Source: an optimization exercise on an open RTL-to-GDS flow (aim: small area). Production flows keep margins and buffers that such runs may drop. RTL that was checked went through simulation tests only; none was proved equivalent to the original. No activity file was given, so power comes from the tool's default toggle rates.

== job 8181 ==
// tsdc_top
module tsdc_top
(
    input  logic        clk,
    input  logic        rst_n,
    input  logic        psel,
    input  logic        penable,
    input  logic        pwrite,
    input  logic [4:0]  paddr,
    input  logic [63:0] pwdata,
    output logic [63:0] prdata,
    output logic        pready,
    input  logic        src_valid,
    output logic        src_stall,
    input  logic [7:0]  src_data,
    input  logic        src_eos,
    output logic        res_valid,
    input  logic        res_stall,
    output logic [1:0]  res_type,
    output logic [63:0] res_sequence,
    output logic [31:0] res_kind,
    output logic [31:0] res_flags,
    output logic [34:0] res_size,
    output logic [7:0]  res_payload,
    output logic        res_last,
    output logic [3:0]  res_error
);
    localparam logic [1:0] PH_FILE = 2'd0;
    localparam logic [1:0] PH_REC  = 2'd1;
    localparam logic [1:0] PH_PAY  = 2'd2;
    localparam logic [1:0] PH_HALT = 2'd3;
    localparam logic [1:0] T_HDR = 2'd0;
    localparam logic [1:0] T_PAY = 2'd1;
    localparam logic [1:0] T_ERR = 2'd2;
    localparam logic [63:0] MAGIC  = 64'h4352_5447_4244_5452;
    localparam logic [31:0] ENDIAN = 32'h0102_0304;
    logic [34:0] cfg_max;
  ...
clock: 8.0 ns
lec_check: 0
cap_margin: 20
core_margin: 2
core_utilization: 40
gpl_timing_driven: 0
slew_margin: 20
standard.sh (not shown) runs the stock make flow with config.mk's settings and CLKGATE_MAP_FILE= SYNTH_SCRIPT=/design/flow/synth_recipe.tcl, a recipe that flattens the netlist after the stock synthesis.
==> flow/flow/run.sh <==
#!/bin/bash
# The standard layout with three changes:
#  - synthesis maps the logic with flow/abc_area.script, an area-oriented
#    version of ORFS's abc_speed.script (more &dch/&syn4/&nf rounds, &nf with
#    delay relaxation, no buffering or upsizing); everything else in
#    synthesis is the standard synthesis, so the registers are the same;
#  - the port buffers are buf_1 cells instead of the resizer's default pick;
#  - clock tree synthesis uses clkbuf_4 cells on small sink clusters without
#    dummy loads.
# Each step's output goes to a log file of its own in this folder.
set -euo pipefail
W=$(pwd)
rm -rf "$W/scripts_area"
cp -r "$FLOW_HOME/scripts" "$W/scripts_area"
cp "$W/flow/abc_area.script" "$W/scripts_area/abc_speed.script"
export BUFFER_PORTS_ARGS="-buffer_cell sky130_fd_sc_hd__buf_1"
export CTS_ARGS="-sink_clustering_enable -repair_clock_nets -dont_use_dummy_load -buf_list sky130_fd_sc_hd__clkbuf_4 -sink_clustering_size 9 -sink_clustering_max_diameter 40"
bash standard.sh SCRIPTS_DIR="$W/scripts_area" synth > synth.log 2>&1
bash standard.sh finish > layout.log 2>&1
==> flow/flow/abc_area.script <==
&get -n
&st
&dch
&nf -R 1000 -p
&st
&syn2
&if -g -K 6
&synch2
&nf -R 1000 -p
&st
&syn2
&if -g -K 6
&synch2
&nf -R 1000 -p
&st
&syn2
&if -g -K 6
&synch2
&nf -R 1000 -p
&st
&syn2
&if -g -K 6
&synch2
&nf -R 1000 -p
&st
&syn2
&if -g -K 6
&synch2
&nf -R 1000 -p
&st
&dch -f
&nf -R 1000 -p
&st
&dch -f
&nf -R 1000 -p
&st
&dch -f
&nf -R 1000 -p
&st
&dch -f
&nf -R 1000 -p
&st
&dch -f
&nf -R 1000 -p
&st
&dch -f
&nf -R 1000 -p
&st
&dch -f
&nf -R 1000 -p
&st
&dch -f
&nf -R 1000 -p
&st
&syn4
&dch -f
&nf -R 1000 -p
&st
&syn4
&dch -f
&nf -R 1000 -p
&st
&syn4
&dch -f
&nf -R 1000 -p
&st
&syn4
&dch -f
&nf -R 1000 -p
&st
&syn4
&dch -f
&nf -R 1000 -p
&st
&syn4
&dch -f
&nf -R 1000 -p
&st
&syn4
&dch -f
&nf -R 1000 -p
&st
&syn4
&dch -f
&nf -R 1000 -p
&put
topo
stime -c
dnsize -c
Job 8181 completed end to end with timing, DRC and antenna clean.
Input changes introduced in job 9332 (baseline for comparison: job 8181):
- GPL_TIMING_DRIVEN removed (was 0)
- SLEW_MARGIN changed from 20 to 0
- CAP_MARGIN changed from 20 to 0
--- a/flow/flow/run.sh
+++ b/flow/flow/run.sh
@@ -4,3 +4,3 @@
-#    version of ORFS's abc_speed.script (more &dch/&syn4/&nf rounds, &nf with
-#    delay relaxation, no buffering or upsizing); everything else in
-#    synthesis is the standard synthesis, so the registers are the same;
+#    version of ORFS's abc_speed.script (more &dch/&nf rounds, &nf with delay
+#    relaxation, no buffering or upsizing); everything else in synthesis is
+#    the standard synthesis, so the registers are the same;
--- a/flow/flow/abc_area.script
+++ b/flow/flow/abc_area.script
@@ -54,32 +53,0 @@
-&st
-&syn4
-&dch -f
-&nf -R 1000 -p
-&st
-&syn4
-&dch -f
-&nf -R 1000 -p
-&st
-&syn4
-&dch -f
-&nf -R 1000 -p
-&st
-&syn4
-&dch -f
-&nf -R 1000 -p
-&st
-&syn4
-&dch -f
-&nf -R 1000 -p
-&st
-&syn4
-&dch -f
-&nf -R 1000 -p
-&st
-&syn4
-&dch -f
-&nf -R 1000 -p
-&st
-&syn4
-&dch -f
-&nf -R 1000 -p
==> results.txt <==
Against job 8181, number of vias after detailed routing in job 9332 rose by a few percent.
Job 9332 can be clocked faster than job 8181.
Job 9332: fraction of final layout cells sized beyond drive strength 1 is 6.8 points lower than what job 8181 reported.
Initial antenna violation count across job 9332 and job 8181: no real change.
Compared with job 8181, job 9332 instantiates a larger number of cells.
Delta(final area, job 9332 - job 8181) < 0
Job 9332 vs. job 8181: die area rose about 3%; worst setup slack +0.23 ns.
--- input diff job 9332..job 190 ---
- swapping 0 for 20 in SLEW_MARGIN
- swapping 0 for 20 in CAP_MARGIN
--- a/flow/flow/run.sh
+++ b/flow/flow/run.sh
@@ -4,3 +4,4 @@
-#    version of ORFS's abc_speed.script (more &dch/&nf rounds, &nf with delay
-#    relaxation, no buffering or upsizing); everything else in synthesis is
-#    the standard synthesis, so the registers are the same;
+#    replacement for ORFS's abc_speed.script (&deepsyn for 90 s, then
+#    &dch/&nf rounds with delay relaxation, no buffering or upsizing);
+#    everything else in synthesis is the standard synthesis, so the
+#    registers are the same;
==> flow/flow/abc_area.script <==
&get -n
&st
&deepsyn -T 90
&st
&dch -f
&nf -R 1000 -p
&st
&dch -f
&nf -R 1000 -p
&st
&dch -f
&nf -R 1000 -p
&st
&dch -f
&nf -R 1000 -p
&st
&dch -f
&nf -R 1000 -p
&st
&dch -f
&nf -R 1000 -p
&put
topo
stime -c
dnsize -c
==> results.txt <==
- The final report for job 190 shows a completed flow and a layout that fails verification, specifically setup timing.
- met2 capacity usage during global routing for job 190 is higher than for job 9332.
- [job 190 vs job 9332] register share of the cell area: lower in job 190
- Design area up 13% in job 190 wrt job 9332
Modified inputs, job 7611 compared to job 190
--- a/flow/flow/run.sh
+++ b/flow/flow/run.sh
@@ -4,4 +4,3 @@
-#    replacement for ORFS's abc_speed.script (&deepsyn for 90 s, then
-#    &dch/&nf rounds with delay relaxation, no buffering or upsizing);
-#    everything else in synthesis is the standard synthesis, so the
-#    registers are the same;
+#    version of ORFS's abc_speed.script (more &dch/&syn4/&nf rounds, &nf with
+#    delay relaxation, no buffering or upsizing); everything else in
+#    synthesis is the standard synthesis, so the registers are the same;
--- a/flow/flow/abc_area.script
+++ b/flow/flow/abc_area.script
@@ -3 +3,27 @@
-&deepsyn -T 90
+&dch
+&nf -R 1000 -p
+&st
+&syn2
+&if -g -K 6
+&synch2
+&nf -R 1000 -p
+&st
+&syn2
+&if -g -K 6
+&synch2
+&nf -R 1000 -p
+&st
+&syn2
+&if -g -K 6
+&synch2
+&nf -R 1000 -p
+&st
+&syn2
+&if -g -K 6
+&synch2
+&nf -R 1000 -p
+&st
+&syn2
+&if -g -K 6
+&synch2
+&nf -R 1000 -p
@@ -21,0 +48,38 @@
+&st
+&dch -f
+&nf -R 1000 -p
+&st
+&dch -f
+&nf -R 1000 -p
+&st
+&syn4
+&dch -f
+&nf -R 1000 -p
+&st
+&syn4
+&dch -f
+&nf -R 1000 -p
+&st
+&syn4
+&dch -f
+&nf -R 1000 -p
+&st
+&syn4
+&dch -f
+&nf -R 1000 -p
+&st
+&syn4
+&dch -f
+&nf -R 1000 -p
+&st
+&syn4
+&dch -f
+&nf -R 1000 -p
+&st
+&syn4
+&dch -f
+&nf -R 1000 -p
+&st
+&syn4
+&dch -f
+&nf -R 1000 -p
## What came out
Job 7611 finished every stage and its layout cleared the timing, design-rule and antenna checks.
Sort job 190 and job 7611 by time the worst path needs with I/O delays and setup desc -> top: job 190
Total power of job 7611 is lower than that of job 190.
Final critical-path share of the clock period, job 190 and job 7611: smaller value in job 7611
Relative to job 190, non-clock inverter total of the final layout has gone up in job 7611.
Summary of job 7611 over job 190: leakage dissipation decreased by about 20% relative to the old numbers; area used by multi-input combinational logic decreased by 210 µm² relative to the old numbers; met1 capacity usage during global routing decreased by 3.6 points relative to the old numbers; power drawn by the combinational cells decreased by about 18% relative to the old numbers.
On job 7611: post-synthesis to final-layout area growth is 19 points lower than what job 190 gave.
What job 9300 does differently from job 7611 at the input level:
- setting GPL_TIMING_DRIVEN to 0 for the first time
--- a/flow/flow/run.sh
+++ b/flow/flow/run.sh
@@ -4,3 +4,3 @@
-#    version of ORFS's abc_speed.script (more &dch/&syn4/&nf rounds, &nf with
-#    delay relaxation, no buffering or upsizing); everything else in
-#    synthesis is the standard synthesis, so the registers are the same;
+#    version of ORFS's abc_speed.script (more &dch/&nf rounds, &nf with delay
+#    relaxation, no buffering or upsizing); everything else in synthesis is
+#    the standard synthesis, so the registers are the same;
--- a/flow/flow/abc_area.script
+++ b/flow/flow/abc_area.script
@@ -54,32 +53,0 @@
-&st
-&syn4
-&dch -f
-&nf -R 1000 -p
-&st
-&syn4
-&dch -f
-&nf -R 1000 -p
-&st
-&syn4
-&dch -f
-&nf -R 1000 -p
-&st
-&syn4
-&dch -f
-&nf -R 1000 -p
-&st
-&syn4
-&dch -f
-&nf -R 1000 -p
-&st
-&syn4
-&dch -f
-&nf -R 1000 -p
-&st
-&syn4
-&dch -f
-&nf -R 1000 -p
-&st
-&syn4
-&dch -f
-&nf -R 1000 -p
### Flow results
On job 9300: instance count of the mapped netlist is 163 higher than what job 7611 gave.
Job 7611 and job 9300 ended up with nearly the same part of the total power dissipated in sequential elements.
Job 9300 ended up with idx[0] as its launching element of the worst setup path; job 7611 ended up with idx[1].
Comparing job 7611 and job 9300, the higher number of antenna violations at the first check in global routing is on job 7611.
A most frequent standard cell in the layout excluding fill and tap cells of sky130_fd_sc_hd__buf_1 is what job 7611 shows, while sky130_fd_sc_hd__nand2_1 belongs to job 9300.

---

build 81:
Another version of the RTL of tsdc_top (not shown whole).
For scale: about 1800 cells after synthesis, roughly 330 I/O pins, about 18000 µm² of cells after synthesis.
export LEC_CHECK = 0
export CAP_MARGIN = 20
export CORE_MARGIN = 2
export CORE_UTILIZATION = 40
export SLEW_MARGIN = 20
create_clock -name core_clock -period 8.0 [get_ports {clk}]
==> flow/flow/run.sh <==
#!/bin/bash
# The standard layout, with two changes: the port buffers are buf_1 cells
# instead of the resizer's default pick, and clock tree synthesis adds no
# dummy loads. Each tool's output goes to a log file in this folder.
set -euo pipefail
export BUFFER_PORTS_ARGS="-buffer_cell sky130_fd_sc_hd__buf_1"
export CTS_ARGS="-sink_clustering_enable -repair_clock_nets -dont_use_dummy_load"
bash standard.sh finish > standard.log 2>&1
Build 81 | stages: all done | timing, DRC, antenna: all pass
[inputs] build 62 vs build 81
==> flow/flow/run.sh <==
#!/bin/bash
# The standard layout, with two changes: the port buffers are buf_1 cells
# instead of the resizer's default pick, and clock tree synthesis uses
# clkbuf_4 cells on small sink clusters without dummy loads. Each tool's
# output goes to a log file in this folder.
set -euo pipefail
export BUFFER_PORTS_ARGS="-buffer_cell sky130_fd_sc_hd__buf_1"
export CTS_ARGS="-sink_clustering_enable -repair_clock_nets -dont_use_dummy_load -buf_list sky130_fd_sc_hd__clkbuf_4 -sink_clustering_size 12 -sink_clustering_max_diameter 40"
bash standard.sh finish > standard.log 2>&1
--- outcome ---
Build 62: PASS, flow complete, no timing, DRC or antenna violations
Summary: with build 81 as the reference, global-route wire length before repair in build 62 moved down slightly.
Build 62 gives more sequential share of layout area than build 81 did.
Relative to build 81, detailed-routed wire length on met2 has decreased by 0.40% in build 62.
Compare build 62 and build 81 | final worst-path cycle share higher: build 62
Delta (build 62 minus build 81): via count of the first global-routing pass went up by 79; met3 track utilization from global routing saw an increase.
Setup changes, build 62 to build 76
- CTS_BUF_LIST now sky130_fd_sc_hd__clkbuf_4, previously not set
==> flow/run.sh (new file) <==
#!/bin/bash
# synth_recipe.tcl (not shown) runs the flow's synth.tcl, then flattens the netlist and writes it again
# the make line also repeats each setting of config.mk as NAME=value (left out here)
make -C /OpenROAD-flow-scripts/flow DESIGN_CONFIG=/design/flow/config.mk WORK_HOME=/design/flow/orfs CLKGATE_MAP_FILE= SYNTH_SCRIPT=/design/flow/synth_recipe.tcl finish
removed: flow/flow/run.sh
removed: flow/standard.sh
### Flow results
Summary of the comparison: routed wire length is higher in build 76, relative to build 62. Build 76 against build 62; final non-filler cell area is up by more than 10%. Per the comparison of build 76 with build 62, non-clock buffer count now larger, via count went up 2.4%.
Function was not checked in any run of this note: the RTL went through the layout flow alone.

---

tsdc_top, a different RTL version from the one above (not shown whole).
For scale: roughly 1500 cells after synthesis, about 370 flip-flops, roughly 330 I/O pins.
clock: 8.0 ns
lec_check: 0
cap_margin: 20
core_margin: 2
core_utilization: 65
slew_margin: 20
==> flow/flow/run.sh <==
#!/bin/bash
# The standard layout, with two changes: the port buffers are buf_1 cells
# instead of the resizer's default pick, and clock tree synthesis uses
# clkbuf_4 cells on small sink clusters without dummy loads. Each tool's
# output goes to a log file in this folder.
set -euo pipefail
export BUFFER_PORTS_ARGS="-buffer_cell sky130_fd_sc_hd__buf_1"
export CTS_ARGS="-sink_clustering_enable -repair_clock_nets -dont_use_dummy_load -buf_list sky130_fd_sc_hd__clkbuf_4 -sink_clustering_size 11 -sink_clustering_max_diameter 40"
bash standard.sh finish > standard.log 2>&1
The baseline completed with no timing, DRC or antenna violations.
==> next run, changes <==
--- a/flow/config.mk
+++ b/flow/config.mk
@@ -9,3 +9,3 @@
 export CORE_MARGIN = 2
-export CORE_UTILIZATION = 65
+export CORE_UTILIZATION = 40
 export SLEW_MARGIN = 20
Effect:
- power rises by 1.8%
- final area rises by 1.6%
- hold slack is better by 22 ps
- sequential power is about the same
- routed wire length rises by 11%
- die area rises by 61%
- global-route usage falls by 8.9 points

---

== run A ==
Another version of the RTL of tsdc_top (not shown whole).
For scale: ~1300 cells after synthesis, roughly 370 flip-flops, about 330 I/O pins, ~15000 um2 of cells after synthesis.
Settings: LEC_CHECK=0, CAP_MARGIN=20, CORE_MARGIN=2, CORE_UTILIZATION=40, SLEW_MARGIN=20; clock period 8.0 ns.
==> flow/flow/run.sh <==
#!/bin/bash
# The standard layout with four changes:
#  - synthesis maps the logic with flow/abc_area.script, an area-oriented
#    version of ORFS's abc_speed.script (more &dch/&syn4/&nf rounds, &nf with
#    delay relaxation, no buffering or upsizing); everything else in
#    synthesis is the standard synthesis, so the registers are the same;
#  - the port buffers are buf_1 cells instead of the resizer's default pick;
#  - clock tree synthesis uses clkbuf_4 cells on small sink clusters without
#    dummy loads;
#  - the floorplan keeps synthesis's single tie-low and tie-high cells instead
#    of giving each constant output its own (SKIP_REPAIR_TIE_FANOUT).
# Each step's output goes to a log file of its own in this folder.
set -euo pipefail
W=$(pwd)
rm -rf "$W/scripts_area"
cp -r "$FLOW_HOME/scripts" "$W/scripts_area"
cp "$W/flow/abc_area.script" "$W/scripts_area/abc_speed.script"
export SKIP_REPAIR_TIE_FANOUT=1
export BUFFER_PORTS_ARGS="-buffer_cell sky130_fd_sc_hd__buf_1"
export CTS_ARGS="-sink_clustering_enable -repair_clock_nets -dont_use_dummy_load -buf_list sky130_fd_sc_hd__clkbuf_4 -sink_clustering_size 9 -sink_clustering_max_diameter 40"
bash standard.sh SCRIPTS_DIR="$W/scripts_area" synth > synth.log 2>&1
bash standard.sh finish > layout.log 2>&1
==> flow/flow/abc_area.script <==
&get -n
&st
&dch
&nf -R 1000 -p
&st
&syn2
&if -g -K 6
&synch2
&nf -R 1000 -p
&st
&syn2
&if -g -K 6
&synch2
&nf -R 1000 -p
&st
&syn2
&if -g -K 6
&synch2
&nf -R 1000 -p
&st
&syn2
&if -g -K 6
&synch2
&nf -R 1000 -p
&st
&syn2
&if -g -K 6
&synch2
&nf -R 1000 -p
&st
&dch -f
&nf -R 1000 -p
&st
&dch -f
&nf -R 1000 -p
&st
&dch -f
&nf -R 1000 -p
&st
&dch -f
&nf -R 1000 -p
&st
&dch -f
&nf -R 1000 -p
&st
&dch -f
&nf -R 1000 -p
&st
&dch -f
&nf -R 1000 -p
&st
&dch -f
&nf -R 1000 -p
&st
&syn4
&dch -f
&nf -R 1000 -p
&st
&syn4
&dch -f
&nf -R 1000 -p
&st
&syn4
&dch -f
&nf -R 1000 -p
&st
&syn4
&dch -f
&nf -R 1000 -p
&st
&syn4
&dch -f
&nf -R 1000 -p
&st
&syn4
&dch -f
&nf -R 1000 -p
&st
&syn4
&dch -f
&nf -R 1000 -p
&st
&syn4
&dch -f
&nf -R 1000 -p
&put
topo
stime -c
dnsize -c
For run C, these inputs were changed with respect to run A:
-- flow/flow/run.sh --
<<< run A, line 2
# The standard layout with four changes:
>>> run C, line 2
# The standard layout with three changes:
<<< run A, line 9
#    dummy loads;
#  - the floorplan keeps synthesis's single tie-low and tie-high cells instead
#    of giving each constant output its own (SKIP_REPAIR_TIE_FANOUT).
>>> run C, line 9
#    dummy loads.
[summary]
- Area of the die: run C vs run A identical
- Summary of run C over run A: part of the power in combinational logic flat, number of cells on the worst reg-to-reg path flat, fraction of power consumed by sequential logic flat, summed area of non-filler cells in the final layout flat, worst hold slack flat.
- Run C -> run A: summed negative setup slack over all endpoints delta 0, exact match
- Between run C and run A, the total via count after detailed routing figures differ only marginally.
- Max-slew headroom at the worst pin: run A vs run C identical
- Wire length came out exactly the same in run C and run A.
- In terms of arrival time of the worst setup path, run C and run A differ only marginally.

-- what the ideal ports hide --
The results above use ideal ports. As a check the final layouts listed here were re-extracted and re-timed, cells and wires unchanged. Step 1 sets driving cells, clkbuf_16 on the clock port and buf_2 on the other inputs (assumed; they add their load-dependent delay and slew). Step 2 adds t to the input delays and takes it off the output delays; t is the mean of the earliest and latest rising clock arrival at the registers after step 1. Input paths then give back, and output paths get back, about the clock's delay inside the block. a / b / c = ideal / step 1 / step 2; a / b = the first two.
run | t (ns) | setup slack, ns | worst setup path after step 2
job 8181 | 0.825 | 0.456 / 0.456 / 0.456 | register to register
job 9332 | 0.838 | 0.687 / 0.687 / 0.687 | register to register
job 190 | 0.800 | -2.450 / -2.450 / -2.450 | register to register
job 7611 | 0.812 | 0.479 / 0.479 / 0.479 | register to register
job 9300 | 0.842 | 0.635 / 0.635 / 0.635 | register to register
build 81 | 0.600 | 1.046 / 1.046 / 0.966 | input to register
build 62 | 0.831 | 1.024 / 1.024 / 1.012 | input to register
build 76 | 0.849 | 1.205 / 1.205 / 0.855 | input to register
the first run of note 3 | 0.717 | 0.481 / 0.481 / 0.481 | register to register
the second run of note 3 | 0.804 | 0.561 / 0.561 / 0.561 | register to register
run A | 0.797 | 0.767 / 0.766 / 0.766 | register to register
run C | 0.797 | 0.767 / 0.766 / 0.766 | register to register
For build 76, which loses most, drivers alone change the setup slack by 0.000 ns; drivers and shift together by -0.350 ns.
